Source: an optimization exercise on an open RTL-to-GDS flow (aim: small area and a short achievable clock period). Production flows keep margins and buffers that such runs may drop.
For this run, only the layout was checked, not whether the RTL still works.

==> design.v <==
`default_nettype none
package probe_pkg;
	localparam int ADDR_W = 8;
	localparam int DATA_W = 8;
	localparam int DIV_W  = 24;
	localparam int SEL_W  = 8;
	localparam logic [ADDR_W-1:0] REG_PIN_SEL0  = 8'h00;
	localparam logic [ADDR_W-1:0] REG_DATA      = 8'h01;
	localparam logic [ADDR_W-1:0] REG_IDX_RESET = 8'h02;
	localparam logic [ADDR_W-1:0] REG_ARM       = 8'h03;
	localparam logic [ADDR_W-1:0] REG_PIN_SEL1  = 8'h04;
	localparam logic [ADDR_W-1:0] REG_DIV0      = 8'h05;
	localparam logic [ADDR_W-1:0] REG_DIV1      = 8'h08;
	localparam logic [ADDR_W-1:0] REG_DIV2      = 8'h09;
	localparam logic [ADDR_W-1:0] REG_READY     = 8'h0E;
endpackage
`default_nettype wire
`timescale 1ns/1ns
`default_nettype none
module capture_buffer (
	input  logic       mai,
	input  logic       voltage_idx_reset,
	input  logic       arm,
	input  logic       store,
	input  logic [7:0] byte0,
	input  logic [7:0] byte1,
	input  logic       idx_rst,
	input  logic       data_rd,
	output logic [7:0] rd_byte
);
	logic [7:0] phi;     
	logic [7:0] rpos;    
	logic [7:0] wp;      
	logic       pend;
	logic [7:0] wb0, wb1;
	logic       write_now;
	logic [7:0] ring [256];
	logic [7:0] wd_lo, wd_hi;
	logic       match;
	assign write_now = pend && (wp[2:0] == 3'd6);
	assign wd_lo = wp[7] ? wb1 : wb0;
	assign wd_hi = wp[7] ? wb0 : wb1;
	assign match = pend && (rpos[6:0] == wp[6:0]);
	always_ff @(posedge mai) begin
		if (voltage_idx_reset) begin
			phi  <= '0;
			rpos <= '0;
			wp   <= '0;
			pend <= 1'b0;
		end else begin
			phi  <= phi + 8'd1;
			rpos <= idx_rst ? (phi + 8'd1) : (rpos + (data_rd ? 8'd2 : 8'd1));
			if (arm) begin
				wp   <= phi + 8'd1;
				pend <= 1'b0;
			end else begin
				wp <= wp + (write_now ? 8'd2 : 8'd1);
				if (store) pend <= 1'b1;
				else if (write_now) pend <= 1'b0;
			end
		end
	end
	always_ff @(posedge mai) begin
		if (store) begin
			wb0 <= byte0;
			wb1 <= byte1;
		end
	end
	for (genvar p = 0; p < 256; p++) begin : g_ring
		if ((p % 8) == 7) begin : g_head
			always_ff @(posedge mai) begin
				if (write_now && (wp[6:3] == 4'((p / 8) % 16)))
					ring[p] <= (p >= 128) ? wd_hi : wd_lo;
				else
					ring[p] <= ring[(p + 255) % 256];
			end
		end else begin : g_plain
			always_ff @(posedge mai) begin
				ring[p] <= ring[(p + 255) % 256];
			end
		end
	end
	always_ff @(posedge mai) begin
		if (match)
			rd_byte <= (rpos[7] ^ wp[7]) ? wb1 : wb0;
		else if (rpos[1:0] == 2'd3)
			rd_byte <= ring[{rpos[7:2], 2'b11}];
	end
endmodule
`default_nettype wire
`timescale 1ns/1ns
`default_nettype none
module pin_sampler (
	input  logic        mai,
	input  logic        voltage_idx_reset,
	input  logic [7:0]  pin_sel0,
	input  logic [7:0]  pin_sel1,
	input  logic [23:0] div,
	input  logic        arm,
	input  logic [15:0] probe_pins,
	output logic        store,
	output logic [7:0]  byte0,
	output logic [7:0]  byte1,
	output logic        ready
);
	logic        capturing;
	logic        ge;
	logic [23:0] cnt;
	logic [9:0]  k;
	logic [6:0]  sh0, sh1;
	logic        pin0, pin1;
	logic        tick;
	assign pin0 = (pin_sel0[7:4] == 4'd0) && probe_pins[pin_sel0[3:0]];
	assign pin1 = (pin_sel1[7:4] == 4'd0) && probe_pins[pin_sel1[3:0]];
	assign tick  = capturing && ge;
	assign store = tick && (k[2:0] == 3'd7);
	assign byte0 = {sh0, pin0};
	assign byte1 = {sh1, pin1};
	always_ff @(posedge mai) begin
		if (voltage_idx_reset) begin
			capturing <= 1'b0;
			ready     <= 1'b0;
			k         <= '0;
		end else if (arm) begin
			capturing <= 1'b1;
			ready     <= 1'b0;
			k         <= '0;
		end else if (tick) begin
			k <= k + 10'd1;
			if (k == 10'd1023) begin
				capturing <= 1'b0;
				ready     <= 1'b1;
			end
		end
	end
	always_ff @(posedge mai) begin
		if (arm || tick) begin
			cnt <= '0;
			ge  <= (div == 24'd0);
		end else begin
			cnt <= cnt + 24'd1;
			ge  <= ({1'b0, cnt} + 25'd1) >= {1'b0, div};
		end
	end
	always_ff @(posedge mai) begin
		if (tick) begin
			sh0 <= {sh0[5:0], pin0};
			sh1 <= {sh1[5:0], pin1};
		end
	end
endmodule
`default_nettype wire
`timescale 1ns/1ns
`default_nettype none
import probe_pkg::*;
module probe_regs (
	input  logic        mai,
	input  logic        voltage_idx_reset,
	input  logic        req,
	input  logic [16:0] host_in,
	output logic        ack,
	output logic [7:0]  rdata,
	output logic [7:0]  pin_sel0,
	output logic [7:0]  pin_sel1,
	output logic [23:0] div,
	output logic        arm,
	output logic        idx_rst,
	output logic        data_rd,
	input  logic        ready,
	input  logic [7:0]  rd_byte
);
	logic       w1, w2, a;
	logic       idle;
	logic [7:0] addr;
	logic       wr;
	logic [7:0] wdata;
	logic [7:0] rd_mux;
	assign addr  = host_in[16:9];
	assign wr    = host_in[8];
	assign wdata = host_in[7:0];
	assign idle  = !w1 && !w2 && !ack;
	assign arm     = w2 && wr && (addr == REG_ARM);
	assign idx_rst = w2 && wr && (addr == REG_IDX_RESET);
	assign data_rd = w2 && !wr && (addr == REG_DATA);
	always_ff @(posedge mai) begin
		if (voltage_idx_reset) begin
			w1  <= 1'b0;
			w2  <= 1'b0;
			a   <= 1'b0;
			ack <= 1'b0;
		end else begin
			w1  <= idle && req;
			w2  <= w1;
			a   <= w2 || (a && req);
			ack <= w2 || a;
		end
	end
	always_ff @(posedge mai) begin
		if (voltage_idx_reset) begin
			pin_sel0 <= '0;
			pin_sel1 <= 8'd2;
			div      <= '0;
		end else begin
			if (w2 && wr && (addr == REG_PIN_SEL0)) pin_sel0 <= wdata;
			if (w2 && wr && (addr == REG_PIN_SEL1)) pin_sel1 <= wdata;
			if (w1 && wr && (addr == REG_DIV0)) div[7:0]   <= wdata;
			if (w1 && wr && (addr == REG_DIV1)) div[15:8]  <= wdata;
			if (w1 && wr && (addr == REG_DIV2)) div[23:16] <= wdata;
		end
	end
	always_comb begin
		case (addr)
			REG_PIN_SEL0: rd_mux = pin_sel0;
			REG_PIN_SEL1: rd_mux = pin_sel1;
			REG_DIV0:     rd_mux = div[7:0];
			REG_DIV1:     rd_mux = div[15:8];
			REG_DIV2:     rd_mux = div[23:16];
			REG_READY:    rd_mux = {7'd0, ready};
			REG_DATA:     rd_mux = rd_byte;
			default:      rd_mux = '0;
		endcase
	end
	always_ff @(posedge mai) begin
		if (voltage_idx_reset) begin
			rdata <= '0;
		end else if (w2 && !wr) begin
			rdata <= rd_mux;
		end
	end
endmodule
`default_nettype wire
`timescale 1ns/1ns
`default_nettype none
module probe_top #(
	parameter int PROBE_WIDTH  = 16,
	parameter int SAMPLE_BYTES = 128
) (
	input  logic                   mai,
	input  logic                   voltage_idx_reset,
	input  logic                   req,
	input  logic [16:0]            host_in,
	output logic                   ack,
	output logic [7:0]             rdata,
	input  logic [PROBE_WIDTH-1:0] probe_pins
);
	logic [7:0]  pin_sel0, pin_sel1;
	logic [23:0] div;
	logic        arm, idx_rst, data_rd;
	logic        ready;
	logic        store;
	logic [7:0]  byte0, byte1;
	logic [7:0]  rd_byte;
	probe_regs u_regs (
		.mai               (mai),
		.voltage_idx_reset (voltage_idx_reset),
		.req               (req),
		.host_in           (host_in),
		.ack               (ack),
		.rdata             (rdata),
		.pin_sel0          (pin_sel0),
		.pin_sel1          (pin_sel1),
		.div               (div),
		.arm               (arm),
		.idx_rst           (idx_rst),
		.data_rd           (data_rd),
		.ready             (ready),
		.rd_byte           (rd_byte)
	);
	pin_sampler u_sampler (
		.mai               (mai),
		.voltage_idx_reset (voltage_idx_reset),
		.pin_sel0          (pin_sel0),
		.pin_sel1          (pin_sel1),
		.div               (div),
		.arm               (arm),
		.probe_pins        (probe_pins),
		.store             (store),
		.byte0             (byte0),
		.byte1             (byte1),
		.ready             (ready)
	);
	capture_buffer u_buffer (
		.mai               (mai),
		.voltage_idx_reset (voltage_idx_reset),
		.arm               (arm),
		.store             (store),
		.byte0             (byte0),
		.byte1             (byte1),
		.idx_rst           (idx_rst),
		.data_rd           (data_rd),
		.rd_byte           (rd_byte)
	);
endmodule
`default_nettype wire
==> run.sh <==
#!/bin/bash
# synth_recipe.tcl (not shown) runs the flow's synth.tcl, then flattens the netlist and writes it again
# the make line also repeats each setting of config.mk as NAME=value (left out here)
make -C /OpenROAD-flow-scripts/flow DESIGN_CONFIG=/design/flow/config.mk WORK_HOME=/design/flow/orfs CLKGATE_MAP_FILE= SYNTH_SCRIPT=/design/flow/synth_recipe.tcl finish
==> config.mk <==
export PLATFORM = sky130hd
export DESIGN_NAME = probe_top
export DESIGN_NICKNAME = probe_top
export VERILOG_FILES = /design/flow/design.v
export SDC_FILE = /design/flow/constraint.sdc
export NUM_CORES = 4
export LEC_CHECK = 0
export CAP_MARGIN = 20
export CORE_MARGIN = 2
export CORE_UTILIZATION = 40
export SLEW_MARGIN = 20
==> constraint.sdc <==
create_clock -name core_clock -period 3.75 [get_ports {mai}]
set_input_delay 0.7500 -clock core_clock [delete_from_list [all_inputs] [get_ports {mai}]]
set_output_delay 0.7500 -clock core_clock [all_outputs]
set_load 0.01 [all_outputs]
==> flow_summary.json <==
{
  "clock_skew_ns": 0.0618,
  "worst_pin_slew_ns": 1.09,
  "vias_per_cell": 5.00,
  "numCtsBuffers": 195,
  "crit_required_ns": 4.52,
  "grtUsageMet2_pct": 29.8,
  "cp.arrival_ns": 4.06,
  "grt_overflow": 0,
  "synth-edff-count": 38,
  "fillers": 11810,
  "path_clk_slew_ns": 0.07,
  "grt_usage_pct": 20.0,
  "clock_latency_ns": 0.84,
  "root_buffer": "clkbuf_16",
  "final_hold_viol_count": 0,
  "layout_common_cells": "dfxtp_1, nor2_1, a21oi_1",
  "pre_cts_slack_ns": 0.141,
  "post_drt_wl_per_cell_um": 22.9,
  "yosys_warnings": 4,
  "cap_violations": 0,
  "rsz0062_at_grt": "no",
  "grt_pass1_wl_um": 206000,
  "grtUsageMet3_pct": 4.30,
  "min_path_type": "reg -> reg",
  "synth.yosys.seq_area_share_pct": 79.9,
  "cts_tree": "yes",
  "drt_first_pass_iters": 5,
  "cts.sinks": 2200,
  "syn-num-nets": 4196,
  "netlist_area_um2": 55600,
  "dp_hpwl_um": 95700,
  "num_rows": 136,
  "syn_to_final_growth_pct": 18.3,
  "cellLeakagePower_uw": 0.0262,
  "ioPinCount": 45,
  "drtIter0Drc": 3124,
  "drive_above_1_share_pct": 11.6,
  "ys_types": 63,
  "synth-seq-cells": 2200,
  "port_buffers": 44,
  "ir_drop_mv": 0.397,
  "gp_congestion": 0.885,
  "h-tree-depth": 4,
  "netlist_instances": 4127,
  "fmax_ghz": 0.303,
  "dieArea_um2": 142000,
  "layout_commonest_cell": "dfxtp_1",
  "post-route-period-util_pct": 88.0,
  "end_kind": "register",
  "cts_hold_buffers": 0,
  "slew_headroom_pct": 27.3,
  "clock_path_buffers": 3,
  "crit_fanout": 4,
  "drt_wl_total_um": 143000,
  "start_kind": "register",
  "setup_viol": 0,
  "power_density_nw_per_um2": 680,
  "syn_area_per_cell_um2": 13.5,
  "ant_nets": 0,
  "hold_ws_ns": 0.269,
  "worstSetupPathType": "reg -> reg",
  "die_w_um": 377,
  "initial_utilization_pct": 40.4,
  "tns_ns": 0,
  "core_um2": 138000,
  "slew_violations": 0,
  "dieHeight_um": 377,
  "grt_max_degree": 41,
  "antenna_found_initial": 7,
  "grt_use_met1_pct": 28.2,
  "async_flop_share_pct": 0,
  "grt.busiest_layer": "met2",
  "synthFlopType": "dfxtp_1",
  "p_total_uw": 44700,
  "min_period_ns": 3.30,
  "postCtsSetupRepairBufs": 0,
  "drc": 0,
  "run_status": "complete, no violations",
  "final_nets": 4366,
  "setup_slack_ns": 0.451,
  "cts_resized": 0,
  "num_vias": 31235,
  "grt_pass1_vias": 30188
}
[synthesized netlist by cell type (9+ instances only)]
cell type  count  area [µm²]
dfxtp_1     2162       43300
nor2_1       360        1350
a21oi_1      248        1240
nand3_1      216        1080
and3_1       184        1150
clkbuf_1     162         608
nand2_1       66         248
mux2i_1       64         641
nand4_1       63         394
a2111oi_0     46         403
o21ai_0       45         225
edfxtp_1      38        1140
inv_1         35         131
ha_1          32         400
buf_2         31         155
xnor2_1       30         263
xor2_1        26         228
and4_1        25         219
a32o_1        24         240
nor4_1        24         150
a221oi_1      23         201
nor2b_1       23         144
a22oi_1       22         165
and2_1        15        93.8
a211oi_1      12        90.1
a21o_1        11        82.6
mux4_2        10         225
nor3_1         9        45.0
o22ai_1        9        56.3
[report_power, final]
part           switching, µW  internal [µW]
registers               86.1          23500
clock network           8810          11900
logic                    253            223
[final timing paths]
| path | start | depth (start not counted) | to | slack, ns |
|---|---|---|---|---|
| worst max-delay path | u_sampler.cnt[0]$_SDFF_PN0_ | 12 | u_sampler.ge$_DFF_P_ | 0.45 |
| worst min-delay path | u_buffer.ring[242][1]$_DFF_P_ | 0 | u_buffer.ring[243][1]$_DFF_P_ | 0.27 |
| worst max register to register | u_sampler.cnt[0]$_SDFF_PN0_ | 12 | u_sampler.ge$_DFF_P_ | 0.45 |
| worst min register to register | u_buffer.ring[242][1]$_DFF_P_ | 0 | u_buffer.ring[243][1]$_DFF_P_ | 0.27 |
[state kept, by name, summed over array words and instances (netlist names), 7 cells and up]
signal            flops
u_regs.pin_sel0       8
u_buffer.ring      2048
u_buffer.wp           8
u_sampler.sh0         7
u_sampler.sh1         7
u_regs.div           24
u_buffer.wb1          8
u_sampler.k          10
u_buffer.phi          8
u_sampler.cnt        24
u_buffer.rd_byte      8
u_regs.pin_sel1       8
u_regs.rdata          8
u_buffer.wb0          8
u_buffer.rpos         8
[cell type report]
cell class | count | area (µm²) | area share (%)
Multi-Input combinational cell | 1689 | 10500 | 16.0
Clock buffer | 264 | 5520 | 8.39
Inverter | 36 | 135 | 0.205
Tap cell | 1794 | 2240 | 3.41
Timing Repair Buffer | 175 | 1610 | 2.45
Antenna cell | 4 | 10.0 | 0.0152
Sequential cell | 2200 | 44400 | 67.5
Clock inverter | 89 | 1340 | 2.03
[logic make-up after synthesis]
| family | after synthesis | synth area share, % |
|---|---|---|
| and+or+nand+nor | 1053 | 9.87 |
| xor gates and xnor gates | 56 | 0.882 |
| buffers and inverters | 238 | 1.70 |
| adders and majority gates | 33 | 0.756 |
| muxes | 74 | 1.56 |
| DFF | 2200 | 79.9 |
| AOI/OAI and AO/OA | 473 | 5.35 |
[worst max-delay path, cell delays in order, from the launching register on]
cell and delay, ns:
dfxtp_1 0.37, ha_1 0.23, nand2_1 0.10, nor4_1 0.30, buf_4 0.19, nand2_1 0.12, nor3_1 0.26, xnor2_1 0.12
ha_1 0.31, nand3_1 0.10, or3_1 0.43, a2111oi_0 0.48, o41a_1 0.22
[per-layer routing]
| metal | vias up | wire length (µm) |
|---|---|---|
| li1 | 14433 | - |
| met1 | 15202 | 65500 |
| met2 | 1284 | 61400 |
| met3 | 314 | 11100 |
| met4 | 2 | 5250 |
| met5 | - | 16 |
[through the flow]
step                utilization, %  std cells  cell area, µm²
floorplan                        -       4127           55600
global placement              42.8       5893           58900
detailed placement            42.8       5894           59000
CTS                           47.8       6247           65800
global route                  47.8       6248           65800
finish                        47.8       6251           65800

static timing again, ports no longer ideal:
No port has a modelled driver above. Below, the same layout with a new extraction and two added sets of constraints.
Step 1 (the two cells are an assumption about what drives the block):
set clk [get_ports {mai}]
set_driving_cell -lib_cell sky130_fd_sc_hd__clkbuf_16 $clk
set_driving_cell -lib_cell sky130_fd_sc_hd__buf_2 [delete_from_list [all_inputs] $clk]
Step 2 adds t to the input delays and takes it off the output delays; t is the mean of the earliest and latest rising clock arrival at the registers after step 1. Input paths then give back, and output paths get back, about the clock's delay inside the block.
a / b / c = ideal ports / drivers / drivers and shift; a / b = the first two.
t, ns: 0.875
setup slack, ns: 0.451 / 0.451 / 0.143
worst setup path after step 2: input to register
worst register clock-pin slew, ns: 0.07 / 0.07
After both steps setup and hold are still met in this run. The setup slack of this run moves by 0.000 ns with the drivers and by -0.308 ns with both steps.
